Source: an optimization exercise on an open RTL-to-GDS flow (aim: small area). Production flows keep margins and buffers that such runs may drop.
Only simulation tests tie the RTL to the original design; equivalence was not proved.
Power and IR drop assume default switching activity.

==> flow/design.v <==
package key_extract_reli_tx_pkg;
   localparam int PROP_DAT_BIT   = 0;
   localparam int PROP_NACK_BIT  = 1;
   localparam int PROP_LOCAL_BIT = 2;
   localparam int PROP_WIDTH     = 3;
   localparam int DEF_DST_IP_NO         = 104;
   localparam int DEF_SRC_IP_NO         = 0;
   localparam int DEF_IP_WIDTH          = 128;
   localparam int DEF_RSIP_INDEX_NO     = 241;
   localparam int DEF_RSIP_INDEX_WIDTH  = 5;
   localparam int DEF_PKT_PROPERTY_NO   = 246;
   typedef enum logic [1:0] {
      KEY_TYPE_MISS = 2'd0,
      KEY_TYPE_DAT  = 2'd1,
      KEY_TYPE_NACK = 2'd2
   } key_type_e;
   typedef enum logic [1:0] {
      SKID_EMPTY = 2'd0,
      SKID_ONE   = 2'd1,
      SKID_FULL  = 2'd2
   } skid_state_e;
   function automatic logic [1:0] classify(input logic [key_extract_reli_tx_pkg::PROP_WIDTH-1:0] prop);
      if (prop[key_extract_reli_tx_pkg::PROP_DAT_BIT] && prop[key_extract_reli_tx_pkg::PROP_LOCAL_BIT]) begin
         classify = key_extract_reli_tx_pkg::KEY_TYPE_DAT;
      end else if (prop[key_extract_reli_tx_pkg::PROP_NACK_BIT] && prop[key_extract_reli_tx_pkg::PROP_LOCAL_BIT]) begin
         classify = key_extract_reli_tx_pkg::KEY_TYPE_NACK;
      end else begin
         classify = key_extract_reli_tx_pkg::KEY_TYPE_MISS;
      end
   endfunction
endpackage
module reli_tx_skid_buf
#(
   parameter int DATA_WIDTH = 8
) (
   input  logic                  clk,
   input  logic                  rst,
   input  logic [DATA_WIDTH-1:0] in_data,
   input  logic                  in_valid,
   output logic                  in_ready,
   output logic [DATA_WIDTH-1:0] out_data,
   output logic                  out_valid,
   input  logic                  out_ready
);
   logic                  full_q, valid_q;
   logic [DATA_WIDTH-1:0] out_q, skid_q;
   logic                  push, pop;
   logic                  sel_in, sel_skid, sel_hold;
   assign in_ready  = !full_q && !rst;
   assign out_valid = valid_q;
   assign out_data  = out_q;
   assign push      = in_valid && in_ready;
   assign pop       = valid_q && out_ready;
   assign sel_in   = !full_q && (out_ready || !valid_q);
   assign sel_skid = full_q && out_ready;
   assign sel_hold = valid_q && !out_ready;
   always_ff @(posedge clk) begin
      if (rst) begin
         valid_q <= 1'b0;
         full_q  <= 1'b0;
      end else begin
         valid_q <= push || full_q || (valid_q && !out_ready);
         full_q  <= (full_q && !out_ready) || (valid_q && !full_q && push && !out_ready);
      end
   end
   always_ff @(posedge clk) begin
      out_q <= ({DATA_WIDTH{sel_in}}   & in_data)
             | ({DATA_WIDTH{sel_skid}} & skid_q)
             | ({DATA_WIDTH{sel_hold}} & out_q);
      if (!full_q) begin
         skid_q <= in_data;
      end
   end
endmodule
module key_extract_reli_tx
#(
   parameter int PKT_METADATA_WIDTH = 274,
   parameter int KEY_WIDTH          = 133,
   parameter int DST_IP_NO          = key_extract_reli_tx_pkg::DEF_DST_IP_NO,
   parameter int SRC_IP_NO          = key_extract_reli_tx_pkg::DEF_SRC_IP_NO,
   parameter int IP_WIDTH           = key_extract_reli_tx_pkg::DEF_IP_WIDTH,
   parameter int RSIP_INDEX_NO      = key_extract_reli_tx_pkg::DEF_RSIP_INDEX_NO,
   parameter int RSIP_INDEX_WIDTH   = key_extract_reli_tx_pkg::DEF_RSIP_INDEX_WIDTH,
   parameter int PKT_PROPERTY_NO    = key_extract_reli_tx_pkg::DEF_PKT_PROPERTY_NO,
   parameter int NACK_USE_SRC       = 1,
   parameter int FORWARD_MISS       = 1,
   parameter int CNT_WIDTH          = 16
) (
   input  logic                          clk,
   input  logic                          rst,
   input  logic [PKT_METADATA_WIDTH-1:0] s_pkt_metadata_info,
   input  logic                          s_pkt_metadata_valid,
   output logic                          s_pkt_metadata_ready,
   output logic [KEY_WIDTH-1:0]          m_key_info,
   output logic [1:0]                    m_key_type,
   output logic [PKT_METADATA_WIDTH-1:0] m_key_metadata,
   output logic                          m_key_valid,
   input  logic                          m_key_ready,
   input  logic                          stat_clr,
   output logic [CNT_WIDTH-1:0]          stat_dat_cnt,
   output logic [CNT_WIDTH-1:0]          stat_nack_cnt,
   output logic [CNT_WIDTH-1:0]          stat_miss_cnt
);
   logic [key_extract_reli_tx_pkg::PROP_WIDTH-1:0] in_prop, out_prop;
   logic [1:0]                  in_type, out_type;
   logic [KEY_WIDTH-1:0]        out_key;
   logic                        emit, accept;
   logic [PKT_METADATA_WIDTH-1:0] out_meta;
   assign in_prop = s_pkt_metadata_info[PKT_PROPERTY_NO +: key_extract_reli_tx_pkg::PROP_WIDTH];
   assign in_type = key_extract_reli_tx_pkg::classify(in_prop);
   assign emit   = (in_type != key_extract_reli_tx_pkg::KEY_TYPE_MISS) || (FORWARD_MISS != 0);
   assign accept = s_pkt_metadata_valid && s_pkt_metadata_ready;
   reli_tx_skid_buf #(
      .DATA_WIDTH (PKT_METADATA_WIDTH)
   ) u_skid_buf (
      .clk       (clk),
      .rst       (rst),
      .in_data   (s_pkt_metadata_info),
      .in_valid  (s_pkt_metadata_valid && emit),
      .in_ready  (s_pkt_metadata_ready),
      .out_data  (out_meta),
      .out_valid (m_key_valid),
      .out_ready (m_key_ready)
   );
   assign out_prop = out_meta[PKT_PROPERTY_NO +: key_extract_reli_tx_pkg::PROP_WIDTH];
   assign out_type = key_extract_reli_tx_pkg::classify(out_prop);
   always_comb begin
      out_key = '0;
      case (out_type)
         key_extract_reli_tx_pkg::KEY_TYPE_DAT: begin
            out_key[IP_WIDTH-1:0]                 = out_meta[DST_IP_NO +: IP_WIDTH];
            out_key[IP_WIDTH +: RSIP_INDEX_WIDTH] = out_meta[RSIP_INDEX_NO +: RSIP_INDEX_WIDTH];
         end
         key_extract_reli_tx_pkg::KEY_TYPE_NACK: begin
            out_key[IP_WIDTH-1:0]                 = (NACK_USE_SRC != 0) ? out_meta[SRC_IP_NO +: IP_WIDTH]
                                                                        : out_meta[DST_IP_NO +: IP_WIDTH];
            out_key[IP_WIDTH +: RSIP_INDEX_WIDTH] = out_meta[RSIP_INDEX_NO +: RSIP_INDEX_WIDTH];
         end
         default: out_key = '0;
      endcase
   end
   assign m_key_type     = out_type;
   assign m_key_info     = out_key;
   assign m_key_metadata = out_meta;
   always_ff @(posedge clk) begin
      if (rst || stat_clr) begin
         stat_dat_cnt  <= '0;
         stat_nack_cnt <= '0;
         stat_miss_cnt <= '0;
      end else if (accept) begin
         case (in_type)
            key_extract_reli_tx_pkg::KEY_TYPE_DAT:  stat_dat_cnt  <= stat_dat_cnt + CNT_WIDTH'(1);
            key_extract_reli_tx_pkg::KEY_TYPE_NACK: stat_nack_cnt <= stat_nack_cnt + CNT_WIDTH'(1);
            default:       stat_miss_cnt <= stat_miss_cnt + CNT_WIDTH'(1);
         endcase
      end
   end
endmodule
export LEC_CHECK = 0
export CAP_MARGIN = 20
export CORE_ASPECT_RATIO = 0.5
export CORE_MARGIN = 2
export CORE_UTILIZATION = 55
export SLEW_MARGIN = 20
create_clock -name core_clock -period 4.0 [get_ports {clk}]
standard.sh (not shown) runs the stock make flow with config.mk's settings and CLKGATE_MAP_FILE= SYNTH_SCRIPT=/design/flow/synth_recipe.tcl, a recipe that flattens the netlist after the stock synthesis.
==> flow/flow/run.sh <==
#!/bin/bash
set -euo pipefail
export BUFFER_PORTS_ARGS="-buffer_cell sky130_fd_sc_hd__buf_1"
export CTS_ARGS="-sink_clustering_enable -repair_clock_nets -dont_use_dummy_load -buf_list sky130_fd_sc_hd__clkbuf_4 -sink_clustering_size 10 -sink_clustering_max_diameter 40"
bash standard.sh > flow_make.log 2>&1
Then changed:
==> flow/flow/run.sh (replaced) <==
#!/bin/bash
set -euo pipefail
export BUFFER_PORTS_ARGS="-buffer_cell sky130_fd_sc_hd__buf_1"
export CTS_ARGS="-sink_clustering_enable -repair_clock_nets -dont_use_dummy_load -buf_list sky130_fd_sc_hd__clkbuf_16 -sink_clustering_size 30 -sink_clustering_max_diameter 60"
bash standard.sh > flow_make.log 2>&1
CORE_ASPECT_RATIO = unset   (was 0.5)
CORE_UTILIZATION = 40   (was 55)
The changed run finished with timing, DRC and antenna clean.
Power goes up by 9.7%.
Via count stays flat.
Sequential power hardly moves.
Then changed:
==> flow/flow/run.sh (replaced) <==
#!/bin/bash
set -euo pipefail
export BUFFER_PORTS_ARGS="-buffer_cell sky130_fd_sc_hd__buf_1"
export CTS_ARGS="-sink_clustering_enable -repair_clock_nets -dont_use_dummy_load -buf_list sky130_fd_sc_hd__clkbuf_4 -sink_clustering_size 10 -sink_clustering_max_diameter 40"
bash standard.sh > flow_make.log 2>&1
CORE_ASPECT_RATIO = 0.4   (was unset)
CORE_UTILIZATION = 65   (was 40)
What happened: Hold slack degrades by 0.15 ns; die area falls by 38%; wire length falls by 8.0%; count of clock-buffer cells in the layout rises by 29; cell area falls by about 3.4%; synthesized area stays the same; setup slack degrades by 0.43 ns.

---

Setup of run 1:
RTL: the design.v shown in full above, as it stands there.
==> flow/config.mk <==
export PLATFORM = sky130hd
export DESIGN_NAME = key_extract_reli_tx
export DESIGN_NICKNAME = key_extract_reli_tx
export VERILOG_FILES = /design/flow/design.v
export SDC_FILE = /design/flow/constraint.sdc
export NUM_CORES = 4
export LEC_CHECK = 0
export CAP_MARGIN = 20
export CORE_ASPECT_RATIO = 0.5
export CORE_MARGIN = 2
export CORE_UTILIZATION = 55
export SLEW_MARGIN = 20
==> flow/constraint.sdc <==
create_clock -name core_clock -period 4.0 [get_ports {clk}]
set_input_delay 0.8000 -clock core_clock [delete_from_list [all_inputs] [get_ports {clk}]]
set_output_delay 0.8000 -clock core_clock [all_outputs]
set_load 0.01 [all_outputs]
==> flow/flow/run.sh <==
#!/bin/bash
set -euo pipefail
export BUFFER_PORTS_ARGS="-buffer_cell sky130_fd_sc_hd__buf_1"
export CTS_ARGS="-sink_clustering_enable -repair_clock_nets -dont_use_dummy_load -buf_list sky130_fd_sc_hd__clkbuf_8 -sink_clustering_size 20 -sink_clustering_max_diameter 50"
bash standard.sh > flow_make.log 2>&1
Modified inputs, run 2 compared to run 1
Settings: CORE_ASPECT_RATIO no longer set, was 0.5; CORE_UTILIZATION now 65, was 55.
==> flow/flow/run.sh <==
#!/bin/bash
set -euo pipefail
export BUFFER_PORTS_ARGS="-buffer_cell sky130_fd_sc_hd__buf_1"
export CTS_ARGS="-sink_clustering_enable -repair_clock_nets -dont_use_dummy_load -buf_list sky130_fd_sc_hd__clkbuf_16 -sink_clustering_size 60 -sink_clustering_max_diameter 150"
bash standard.sh > flow_make.log 2>&1
[summary]
- Run 2 did not finish: a tool error stopped it during I/O pin placement.
- Proportion of synthesized area in mux cells: run 2 vs run 1 identical
- The area fraction in and, or, nand and nor cells after synthesis was comparable across run 1 and run 2.
- Compared with run 1, in run 2 initial cell density of the core picked up an extra 10 points; row count picked up an extra 15.
### run 2 -> run 3
Settings: CORE_UTILIZATION: 65 -> 40.
==> flow/flow/run.sh <==
#!/bin/bash
set -euo pipefail
export BUFFER_PORTS_ARGS="-buffer_cell sky130_fd_sc_hd__buf_1"
export CTS_ARGS="-sink_clustering_enable -repair_clock_nets -dont_use_dummy_load -buf_list sky130_fd_sc_hd__clkbuf_8 -sink_clustering_size 22 -sink_clustering_max_diameter 45"
bash standard.sh > flow_make.log 2>&1
Results
Looking at the reports, run 3 completed the entire flow and the layout it produced met the timing, DRC and antenna checks.
Status(run 2) = ERROR, stage = I/O pin placement
Die boundary height is higher on run 3
Run 3 vs. run 2: number of distinct standard cells referenced by the synthesized netlist saw little to no change, number of nets produced by synthesis saw little to no change, area of the mapped netlist saw little to no change.
[compare] base=run 2 new=run 3: synthesized cell count was more or less identical, area share of xor/xnor cells in the synthesized design was more or less identical, mean instance size in the synthesized netlist was more or less identical.
The effective utilization at floorplan in run 3 was lower than what run 2 gave.
Number of standard-cell rows in the floorplan (run 3 vs. run 2) increases by more than a quarter
| width of the chip | higher: run 3 |
Between run 2 and run 3, the area share of and/or/nand/nor cells after synthesis does not differ in any meaningful way.
[inputs] run 4 vs run 3
==> flow/run.sh (new file) <==
#!/bin/bash
# synth_recipe.tcl (not shown) runs the flow's synth.tcl, then flattens the netlist and writes it again
# the make line also repeats each setting of config.mk as NAME=value (left out here)
make -C /OpenROAD-flow-scripts/flow DESIGN_CONFIG=/design/flow/config.mk WORK_HOME=/design/flow/orfs CLKGATE_MAP_FILE= SYNTH_SCRIPT=/design/flow/synth_recipe.tcl finish
removed: flow/flow/run.sh
removed: flow/standard.sh
Findings:
The run showing the greater total power per unit cell area is run 4. On met2 usage in global routing: run 4 sits above run 3. For run 3, the worst setup path startpoint was u_skid_buf.out_q[246], unlike run 4, where it was u_skid_buf.out_q[248]. In the tables for run 4 and run 3, register fraction of the total cell area reads higher with run 3. Power: run 4 draws more than run 3. For the synthesis-to-layout area growth, run 4 came in 26 points higher than run 3 did. Number of global-route vias before repair ended up 280 higher on run 4 than on run 3. Lower worst path setup slack after routing goes to run 4 over run 3.
For run 5, these inputs were changed with respect to run 4:
Settings: CORE_ASPECT_RATIO newly set to 2; CORE_UTILIZATION changed from 40 to 55.
==> flow/flow/run.sh (new file) <==
#!/bin/bash
set -euo pipefail
export BUFFER_PORTS_ARGS="-buffer_cell sky130_fd_sc_hd__buf_1"
export CTS_ARGS="-sink_clustering_enable -repair_clock_nets -dont_use_dummy_load -buf_list sky130_fd_sc_hd__clkbuf_8 -sink_clustering_size 16 -sink_clustering_max_diameter 50"
bash standard.sh > flow_make.log 2>&1
==> flow/standard.sh (new file) <==
#!/bin/bash
# synth_recipe.tcl (not shown) runs the flow's synth.tcl, then flattens the netlist and writes it again
# the make line also repeats each setting of config.mk as NAME=value (left out here)
make -C /OpenROAD-flow-scripts/flow DESIGN_CONFIG=/design/flow/config.mk WORK_HOME=/design/flow/orfs CLKGATE_MAP_FILE= SYNTH_SCRIPT=/design/flow/synth_recipe.tcl "${@:-finish}"
removed: flow/run.sh
### Flow results
- Diff run 4..run 5 | flip-flop and latch count after synthesis | unchanged
- In run 5 relative to run 4, floorplan die height had gone up by more than 10%.
- Reported for run 4 and run 5, area share of xor/xnor cells in the synthesized design turned out identical to the last digit.
- Diff run 5..run 4 | net count after synthesis | unchanged
- As far as fraction of the yosys area taken by sequential cells goes, run 5 and run 4 are indistinguishable; the numbers are identical.
- Synthesized area came out exactly the same in run 4 and run 5.
- Summary — effective utilization at floorplan, run 5 relative to run 4: higher, by 15 points.
- From run 5 to run 4, synthesized cell count did not move at all.
- Run 5 vs. run 4: row count went up by 21%.
- Run 5 ends up with lower die span in x than run 4 does.
- Run 5 did not finish: a tool error stopped it during I/O pin placement.

---

RTL: the design.v shown in full above, as it stands there.
Settings: LEC_CHECK=0, CAP_MARGIN=20, CORE_MARGIN=2, CORE_UTILIZATION=40, SLEW_MARGIN=20; clock period 4.0 ns.
==> flow/flow/run.sh <==
#!/bin/bash
set -euo pipefail
export BUFFER_PORTS_ARGS="-buffer_cell sky130_fd_sc_hd__buf_1"
export CTS_ARGS="-sink_clustering_enable -repair_clock_nets -dont_use_dummy_load -buf_list sky130_fd_sc_hd__clkbuf_4 -sink_clustering_size 10 -sink_clustering_max_diameter 40"
bash standard.sh > flow_make.log 2>&1
The starting point completed without violations.
Edit:
==> flow/flow/run.sh (replaced) <==
#!/bin/bash
set -euo pipefail
export BUFFER_PORTS_ARGS="-buffer_cell sky130_fd_sc_hd__buf_1"
export CTS_ARGS="-sink_clustering_enable -repair_clock_nets -dont_use_dummy_load -buf_list sky130_fd_sc_hd__clkbuf_4 -sink_clustering_size 10 -sink_clustering_max_diameter 35"
bash standard.sh > flow_make.log 2>&1
CORE_ASPECT_RATIO = 0.4   (was not set)
CORE_UTILIZATION = 65   (was 40)
What happened: Die area came out lower by 38%; setup slack got worse by 190 ps; synthesized area stays the same; first-iteration DRC count came out higher by 19%; cell area came out lower by 2.1%; fmax came out lower by 5.4%; count of clock-buffer cells in the layout came out lower by 18; final cell count came out lower by 9.1%; via count came out higher by 1.4%.
Edit:
==> flow/flow/run.sh (replaced) <==
#!/bin/bash
set -euo pipefail
export BUFFER_PORTS_ARGS="-buffer_cell sky130_fd_sc_hd__buf_1"
export CTS_ARGS="-sink_clustering_enable -repair_clock_nets -dont_use_dummy_load -buf_list sky130_fd_sc_hd__clkbuf_8 -sink_clustering_size 16 -sink_clustering_max_diameter 50"
bash standard.sh > flow_make.log 2>&1
CORE_ASPECT_RATIO = not set   (was 0.4)
CORE_UTILIZATION = 40   (was 65)
What happened: Sequential share of layout area is lower by 1.4 points; cell area rises by 2.5%; core utilization decreases by 28 points; critical path depth climbs by 1; worst setup slack improves by 330 ps; maximum frequency came out higher by 11%.

==> afterwards: timing with drivers on the ports <==
The flow's constraints put no driver on any port. The routed layouts listed below were extracted and timed again, unchanged, in two steps.
Step 1: set_driving_cell puts a clkbuf_16 on clk and a buf_2 on each other input, an assumption about the parent block.
Step 2, shift: input delay + t, output delay - t, t = (earliest + latest rising clock arrival at the registers) / 2. This alone moves slack from input paths to output paths.
Slacks: ideal ports / drivers / drivers and shift; pairs: ideal ports / drivers.
run	t (ns)	slack for setup (ns)	worst setup path after step 2	clock arrival spread, ns
the first run of note 1	0.790	0.625 / 0.568 / 1.230	input to register	0.045 / 0.045
the second run of note 1	0.619	0.992 / 0.930 / 1.105	input to register	0.089 / 0.089
the third run of note 1	0.781	0.567 / 0.514 / 1.200	input to register	0.063 / 0.063
run 1	0.631	0.785 / 0.727 / 1.234	input to register	0.055 / 0.055
run 3	0.674	0.875 / 0.817 / 1.142	input to register	0.080 / 0.080
run 4	0.669	0.485 / 0.424 / 1.024	input to output	0.023 / 0.024
the first run of note 3	0.849	0.737 / 0.681 / 1.128	input to register	0.128 / 0.127
the second run of note 3	0.816	0.549 / 0.492 / 1.209	input to register	0.068 / 0.068
the third run of note 3	0.683	0.881 / 0.821 / 1.146	input to register	0.084 / 0.084
After both steps every run listed still meets setup and hold.
